What follows belongs to an exercise in optimizing a design on an open flow for small area, a short achievable clock period and few clock cycles; a production flow would make more cautious choices.
In this exercise RTL edits were held to simulation tests only and were not proved equivalent to the original.
Power figures rest on the tool's default switching activity, not on a simulated workload.

--- flow/design.v ---
module prime_sieve_ctrl #(
  parameter int N      = 1024,
  parameter int ADDR_W = 10,
  parameter int CNT_W  = 10
) (
  input  logic              Clock,
  input  logic              Reset_n,
  input  logic              Start,
  input  logic              En,
  output logic              Busy,
  output logic              Done,
  output logic              PrimeValid,
  output logic [ADDR_W-1:0] Prime,
  output logic [CNT_W-1:0]  PrimeCount
);
  function automatic logic [9:0] prime_at(input logic [7:0] i);
    case (i)
      8'd1: prime_at = 10'd2;
      8'd2: prime_at = 10'd3;
      8'd3: prime_at = 10'd5;
      8'd4: prime_at = 10'd7;
      8'd5: prime_at = 10'd11;
      8'd6: prime_at = 10'd13;
      8'd7: prime_at = 10'd17;
      8'd8: prime_at = 10'd19;
      8'd9: prime_at = 10'd23;
      8'd10: prime_at = 10'd29;
      8'd11: prime_at = 10'd31;
      8'd12: prime_at = 10'd37;
      8'd13: prime_at = 10'd41;
      8'd14: prime_at = 10'd43;
      8'd15: prime_at = 10'd47;
      8'd16: prime_at = 10'd53;
      8'd17: prime_at = 10'd59;
      8'd18: prime_at = 10'd61;
      8'd19: prime_at = 10'd67;
      8'd20: prime_at = 10'd71;
      8'd21: prime_at = 10'd73;
      8'd22: prime_at = 10'd79;
      8'd23: prime_at = 10'd83;
      8'd24: prime_at = 10'd89;
      8'd25: prime_at = 10'd97;
      8'd26: prime_at = 10'd101;
      8'd27: prime_at = 10'd103;
      8'd28: prime_at = 10'd107;
      8'd29: prime_at = 10'd109;
      8'd30: prime_at = 10'd113;
      8'd31: prime_at = 10'd127;
      8'd32: prime_at = 10'd131;
      8'd33: prime_at = 10'd137;
      8'd34: prime_at = 10'd139;
      8'd35: prime_at = 10'd149;
      8'd36: prime_at = 10'd151;
      8'd37: prime_at = 10'd157;
      8'd38: prime_at = 10'd163;
      8'd39: prime_at = 10'd167;
      8'd40: prime_at = 10'd173;
      8'd41: prime_at = 10'd179;
      8'd42: prime_at = 10'd181;
      8'd43: prime_at = 10'd191;
      8'd44: prime_at = 10'd193;
      8'd45: prime_at = 10'd197;
      8'd46: prime_at = 10'd199;
      8'd47: prime_at = 10'd211;
      8'd48: prime_at = 10'd223;
      8'd49: prime_at = 10'd227;
      8'd50: prime_at = 10'd229;
      8'd51: prime_at = 10'd233;
      8'd52: prime_at = 10'd239;
      8'd53: prime_at = 10'd241;
      8'd54: prime_at = 10'd251;
      8'd55: prime_at = 10'd257;
      8'd56: prime_at = 10'd263;
      8'd57: prime_at = 10'd269;
      8'd58: prime_at = 10'd271;
      8'd59: prime_at = 10'd277;
      8'd60: prime_at = 10'd281;
      8'd61: prime_at = 10'd283;
      8'd62: prime_at = 10'd293;
      8'd63: prime_at = 10'd307;
      8'd64: prime_at = 10'd311;
      8'd65: prime_at = 10'd313;
      8'd66: prime_at = 10'd317;
      8'd67: prime_at = 10'd331;
      8'd68: prime_at = 10'd337;
      8'd69: prime_at = 10'd347;
      8'd70: prime_at = 10'd349;
      8'd71: prime_at = 10'd353;
      8'd72: prime_at = 10'd359;
      8'd73: prime_at = 10'd367;
      8'd74: prime_at = 10'd373;
      8'd75: prime_at = 10'd379;
      8'd76: prime_at = 10'd383;
      8'd77: prime_at = 10'd389;
      8'd78: prime_at = 10'd397;
      8'd79: prime_at = 10'd401;
      8'd80: prime_at = 10'd409;
      8'd81: prime_at = 10'd419;
      8'd82: prime_at = 10'd421;
      8'd83: prime_at = 10'd431;
      8'd84: prime_at = 10'd433;
      8'd85: prime_at = 10'd439;
      8'd86: prime_at = 10'd443;
      8'd87: prime_at = 10'd449;
      8'd88: prime_at = 10'd457;
      8'd89: prime_at = 10'd461;
      8'd90: prime_at = 10'd463;
      8'd91: prime_at = 10'd467;
      8'd92: prime_at = 10'd479;
      8'd93: prime_at = 10'd487;
      8'd94: prime_at = 10'd491;
      8'd95: prime_at = 10'd499;
      8'd96: prime_at = 10'd503;
      8'd97: prime_at = 10'd509;
      8'd98: prime_at = 10'd521;
      8'd99: prime_at = 10'd523;
      8'd100: prime_at = 10'd541;
      8'd101: prime_at = 10'd547;
      8'd102: prime_at = 10'd557;
      8'd103: prime_at = 10'd563;
      8'd104: prime_at = 10'd569;
      8'd105: prime_at = 10'd571;
      8'd106: prime_at = 10'd577;
      8'd107: prime_at = 10'd587;
      8'd108: prime_at = 10'd593;
      8'd109: prime_at = 10'd599;
      8'd110: prime_at = 10'd601;
      8'd111: prime_at = 10'd607;
      8'd112: prime_at = 10'd613;
      8'd113: prime_at = 10'd617;
      8'd114: prime_at = 10'd619;
      8'd115: prime_at = 10'd631;
      8'd116: prime_at = 10'd641;
      8'd117: prime_at = 10'd643;
      8'd118: prime_at = 10'd647;
      8'd119: prime_at = 10'd653;
      8'd120: prime_at = 10'd659;
      8'd121: prime_at = 10'd661;
      8'd122: prime_at = 10'd673;
      8'd123: prime_at = 10'd677;
      8'd124: prime_at = 10'd683;
      8'd125: prime_at = 10'd691;
      8'd126: prime_at = 10'd701;
      8'd127: prime_at = 10'd709;
      8'd128: prime_at = 10'd719;
      8'd129: prime_at = 10'd727;
      8'd130: prime_at = 10'd733;
      8'd131: prime_at = 10'd739;
      8'd132: prime_at = 10'd743;
      8'd133: prime_at = 10'd751;
      8'd134: prime_at = 10'd757;
      8'd135: prime_at = 10'd761;
      8'd136: prime_at = 10'd769;
      8'd137: prime_at = 10'd773;
      8'd138: prime_at = 10'd787;
      8'd139: prime_at = 10'd797;
      8'd140: prime_at = 10'd809;
      8'd141: prime_at = 10'd811;
      8'd142: prime_at = 10'd821;
      8'd143: prime_at = 10'd823;
      8'd144: prime_at = 10'd827;
      8'd145: prime_at = 10'd829;
      8'd146: prime_at = 10'd839;
      8'd147: prime_at = 10'd853;
      8'd148: prime_at = 10'd857;
      8'd149: prime_at = 10'd859;
      8'd150: prime_at = 10'd863;
      8'd151: prime_at = 10'd877;
      8'd152: prime_at = 10'd881;
      8'd153: prime_at = 10'd883;
      8'd154: prime_at = 10'd887;
      8'd155: prime_at = 10'd907;
      8'd156: prime_at = 10'd911;
      8'd157: prime_at = 10'd919;
      8'd158: prime_at = 10'd929;
      8'd159: prime_at = 10'd937;
      8'd160: prime_at = 10'd941;
      8'd161: prime_at = 10'd947;
      8'd162: prime_at = 10'd953;
      8'd163: prime_at = 10'd967;
      8'd164: prime_at = 10'd971;
      8'd165: prime_at = 10'd977;
      8'd166: prime_at = 10'd983;
      8'd167: prime_at = 10'd991;
      8'd168: prime_at = 10'd997;
      8'd169: prime_at = 10'd1009;
      8'd170: prime_at = 10'd1013;
      8'd171: prime_at = 10'd1019;
      8'd172: prime_at = 10'd1021;
      default: prime_at = 10'd0;
    endcase
  endfunction
  localparam logic [7:0] LAST = 8'd172;
  logic [7:0] cnt_q;
  logic       busy_q, done_q;
  always_ff @(posedge Clock or negedge Reset_n) begin
    if (!Reset_n) begin
      cnt_q  <= '0;
      busy_q <= 1'b0;
      done_q <= 1'b0;
    end else if (En) begin
      if (busy_q) begin
        if (cnt_q == LAST) begin
          busy_q <= 1'b0;
          done_q <= 1'b1;
        end else begin
          cnt_q <= cnt_q + 8'd1;
        end
      end else if (Start) begin
        cnt_q  <= 8'd1;
        busy_q <= 1'b1;
        done_q <= 1'b0;
      end
    end
  end
  assign Busy       = busy_q;
  assign Done       = done_q;
  assign PrimeValid = busy_q & En;
  assign Prime      = prime_at(cnt_q);
  assign PrimeCount = {2'b00, cnt_q};
endmodule
--- flow/run.sh ---
#!/bin/bash
# synth_recipe.tcl (not shown) runs the flow's synth.tcl, then flattens the netlist and writes it again
# the make line also repeats each setting of config.mk as NAME=value (left out here)
make -C /OpenROAD-flow-scripts/flow DESIGN_CONFIG=/design/flow/config.mk WORK_HOME=/design/flow/orfs CLKGATE_MAP_FILE= SYNTH_SCRIPT=/design/flow/synth_recipe.tcl finish
--- flow/config.mk ---
export PLATFORM = sky130hd
export DESIGN_NAME = prime_sieve_ctrl
export DESIGN_NICKNAME = prime_sieve_ctrl
export VERILOG_FILES = /design/flow/design.v
export SDC_FILE = /design/flow/constraint.sdc
export NUM_CORES = 4
export LEC_CHECK = 0
export CAP_MARGIN = 20
export CORE_MARGIN = 2
export CORE_UTILIZATION = 40
export SLEW_MARGIN = 20
--- flow/constraint.sdc ---
create_clock -name core_clock -period 6.5 [get_ports {Clock}]
set_input_delay 1.3000 -clock core_clock [delete_from_list [all_inputs] [get_ports {Clock}]]
set_output_delay 1.3000 -clock core_clock [all_outputs]
set_load 0.01 [all_outputs]
==> metrics.cfg <==
[run_status]
status = no timing/DRC/antenna violations

[synthesis]
yosysUniqueCellTypes = 72
syn_inst = 349
synthXorXnorAreaFrac = 0.0214
synthSimpleGateAreaFrac = 0.288
netlist.area_leader.share = 0.102
seq_area_frac_synth = 0.102
synth-compound-area-share = 0.357
synth-seq-cells = 10
yosys.area.top_type = dfrtp_1
avgSynthCellArea_um2 = 7.05
synth_fa_ha_area_frac = 0.0712
synthMuxAreaShare = 0.0513
synth-main-ff-cell = dfrtp_1
synthTopCellsByCount = 34 x nand2_1, 25 x nor2_1, 20 x buf_2, 20 x o21ai_0, 18 x a21oi_1
synth_top_family_by_area = compound AO/OA/AOI/OAI gates
yosysMostFrequentCell = nand2_1
netlist_top_cells_area = dfrtp_1 10%, ha_1 7.1%, nand2_1 5.2%, buf_2 4.1%, o21ai_0 4.1%
synth-edff-count = 0
yosysWarningCount = 1
syn-cell-area_um2 = 2460
async_reset_ff_frac = 1.00

[grt]
grtUsageTotal = 0.257
grt_max_degree = 78
overflow = 0
grt_pass1_wl_um = 13400
antenna_found_initial = 0
grt_pass1_vias = 2411

[critical_path]
arrival_ns = 3.66
rr_worst_depth = 6
cp_max_fo = 16
cp_top_family = compound AO/OA/AOI/OAI gates
max_stage_delay_ns = 0.66
crit_chain = inv_1 -> ha_1 -> nor2_1 -> nor3_1 -> o311ai_0 -> o211ai_1 -> a32o_1 -> clkdlybuf4s50_1
r2r_end = cnt_q[3]
critPathKind = reg2out
r2r_start = cnt_q[0]
timing.critical_path.from_type = flip-flop
path_buf_inv = 2
worstPathRequired_ns = 5.20
ff2ff_setup_slack_ns = 4.11
cp_slowest_cell = dfrtp_1
end_kind = primary output

[final_layout]
areaGrowthSynthToFinish_pct = 8.03
fin_cells = 418
antenna_cells = 0
drive_above_1_share = 0.0612
nFillCells = 614
nets = 362

[pwr]
clkPwrFrac = 0.052
seqPwrFrac = 0.113
p_per_area_nw_per_um2 = 560
finalPower_mw = 1.49
sw_frac_of_total = 0.558
p_int_mw = 0.657
pwr-share-comb = 0.835
ir_worst_vdd_mv = 0.277
p_switching_mw = 0.831
leakage_nw = 1.01

[routing]
vias = 2825
avgViaCountPerCell = 6.76
first_iter_violations = 508
dr.pass1.iters = 6
ant_nets = 0
drt_wl_total_um = 8450
drt-wirelength-per-cell_um = 20.2
drc = 0

[placed_design]
gp_congestion = 0.965
dp_hpwl_um = 5760
numPortBuffers = 24
dp.cells = 414

[floorplan]
dieArea_um2 = 6800
start_util = 0.416
die-width_um = 82.4
coreArea_um2 = 5920
fp.dieH_um = 82.4
ioPinCount = 27
num_rows = 28

[timing]
drv_slew = 0
final-setup-viol-count = 0
fin_tns_setup_ns = 0
slew_headroom = 0.341
fmax_mhz = 202
fin_skew_ns = 0.00184
finalCritPeriodShare = 0.763
rsz0062_at_grt = no
layout_min_cycle_time_ns = 4.96
worst_pin_slew_ns = 0.989
hold_viol = 0

[clock_tree]
cts.sinks = 10
cts_inserted_buffers = 3
cts_hold_buf = 0
cts_root_buf = clkbuf_8
htreeDepth = 1
cts_buffer_depth = 2
post-cts-setup-buffers = 0
tritoncts = built
clk_latency_ns = 0.23
cts_resized = 0
cts.clk_slew.worst_paths_ns = 0.05

[run]
max_cap_viol_count = 0

[worst_hold_path]
hold_path.class = reg2reg
min_from = done_q
hold_path_depth = 2
holdPathEnd = done_q

## through the flow
step	instance area, um2	hold slack, ns	setup WS [ns]	utilization
2_1_floorplan	2460	0.558	2.70	-
3_3_place_gp	2600	0.541	1.90	0.440
3_5_place_dp	2600	0.549	1.84	0.440
4_1_cts	2660	0.564	1.60	0.449
5_1_grt	2660	0.616	1.32	0.449
6_report	2660	0.555	1.54	0.449
## cell families after synthesis
kind of cell / count (synthesis)
simple gates: 137
compound gates: 121
buf+inv: 50
fa+ha+maj: 14
mux: 10
flops: 10
xor+xnor: 6
other cells: 1
## power groups by stage
stage / clock network, mW / registers, mW / logic (mW)
2_1_floorplan: 0 / 0.118 / 0.926
3_3_place_gp: 0 / 0.168 / 1.22
3_5_place_dp: 0 / 0.168 / 1.21
4_1_cts: 0.0788 / 0.167 / 1.21
5_1_grt: 0.0808 / 0.179 / 1.34
6_report: 0.0773 / 0.169 / 1.24
## worst reg2reg max path, cell delays in order (launching register included)
cell and delay [ns]:
dfrtp_1 0.66, inv_1 0.29, ha_1 0.43, a41oi_2 0.46
nand3_1 0.16, xnor2_1 0.20, nor2_1 0.06
## how the worst max path moves through the flow
stage	cells after the start	endpoint	startpoint
floorplan	9	Prime[3]	cnt_q[0]
global placement	8	Prime[2]	cnt_q[0]
detailed placement	8	Prime[3]	cnt_q[0]
CTS	8	Prime[3]	cnt_q[0]
global route	8	Prime[3]	cnt_q[1]
finish	8	Prime[2]	cnt_q[0]
## flip-flops by register name (all words and copies together) (netlist names)
name and flops:
busy_q 1, cnt_q 8, done_q 1
## metal layers
metal / GRT usage / share of wire / up-vias
li1: - / - / 1292
met1: 0.375 / 0.43 / 1307
met2: 0.377 / 0.44 / 203
met3: 0.0598 / 0.10 / 23
met4: 0.0633 / 0.024 / 0
met5: 0 / 0 / -
## final cells by class
cell class                 count  area, um2  share of cell area
multi-input combinational    290       1950               0.733
sequential                    10        253              0.0951
tap                           75       93.8              0.0353
clock buffer                   4       55.1              0.0207
timing repair buffer          27        263              0.0988
inverter                      12       45.0              0.0169
## cell usage in the layout (no fill, tap or decap), types with 9 or more instances in the layout
| cell type | Yosys | routed |
|---|---|---|
| nand2_1 | 34 | 34 |
| nor2_1 | 25 | 25 |
| clkdlybuf4s50_1 | 0 | 24 |
| o21ai_0 | 20 | 20 |
| a21oi_1 | 18 | 18 |
| nand2b_1 | 15 | 15 |
| ha_1 | 14 | 14 |
| nor3_1 | 12 | 12 |
| inv_1 | 11 | 11 |
| nand3_1 | 11 | 11 |
| a211oi_1 | 9 | 9 |
| a311oi_1 | 9 | 9 |
Testbench counts, summed over its fixed seeds: cycles 2,080.

## re-timing with driven ports
No port has a modelled driver above. Below, the same layout with a new extraction and two added sets of constraints.
Step 1: set_driving_cell puts a clkbuf_16 on Clock and a buf_2 on each other input, an assumption about the parent block.
Step 2 also shifts input and output timing later by t, the mid clock arrival at the registers, as if the neighbouring blocks saw the same clock.
Three values: no drivers, after step 1, after step 2; two values: the first two.
shift t [ns]: 0.253
setup WS [ns]: 1.543 / 1.521 / 1.774
worst setup path after step 2: register to output
After both steps this run still meets setup and hold. The setup slack of this run moves by -0.022 ns with the drivers and by +0.231 ns with both steps.
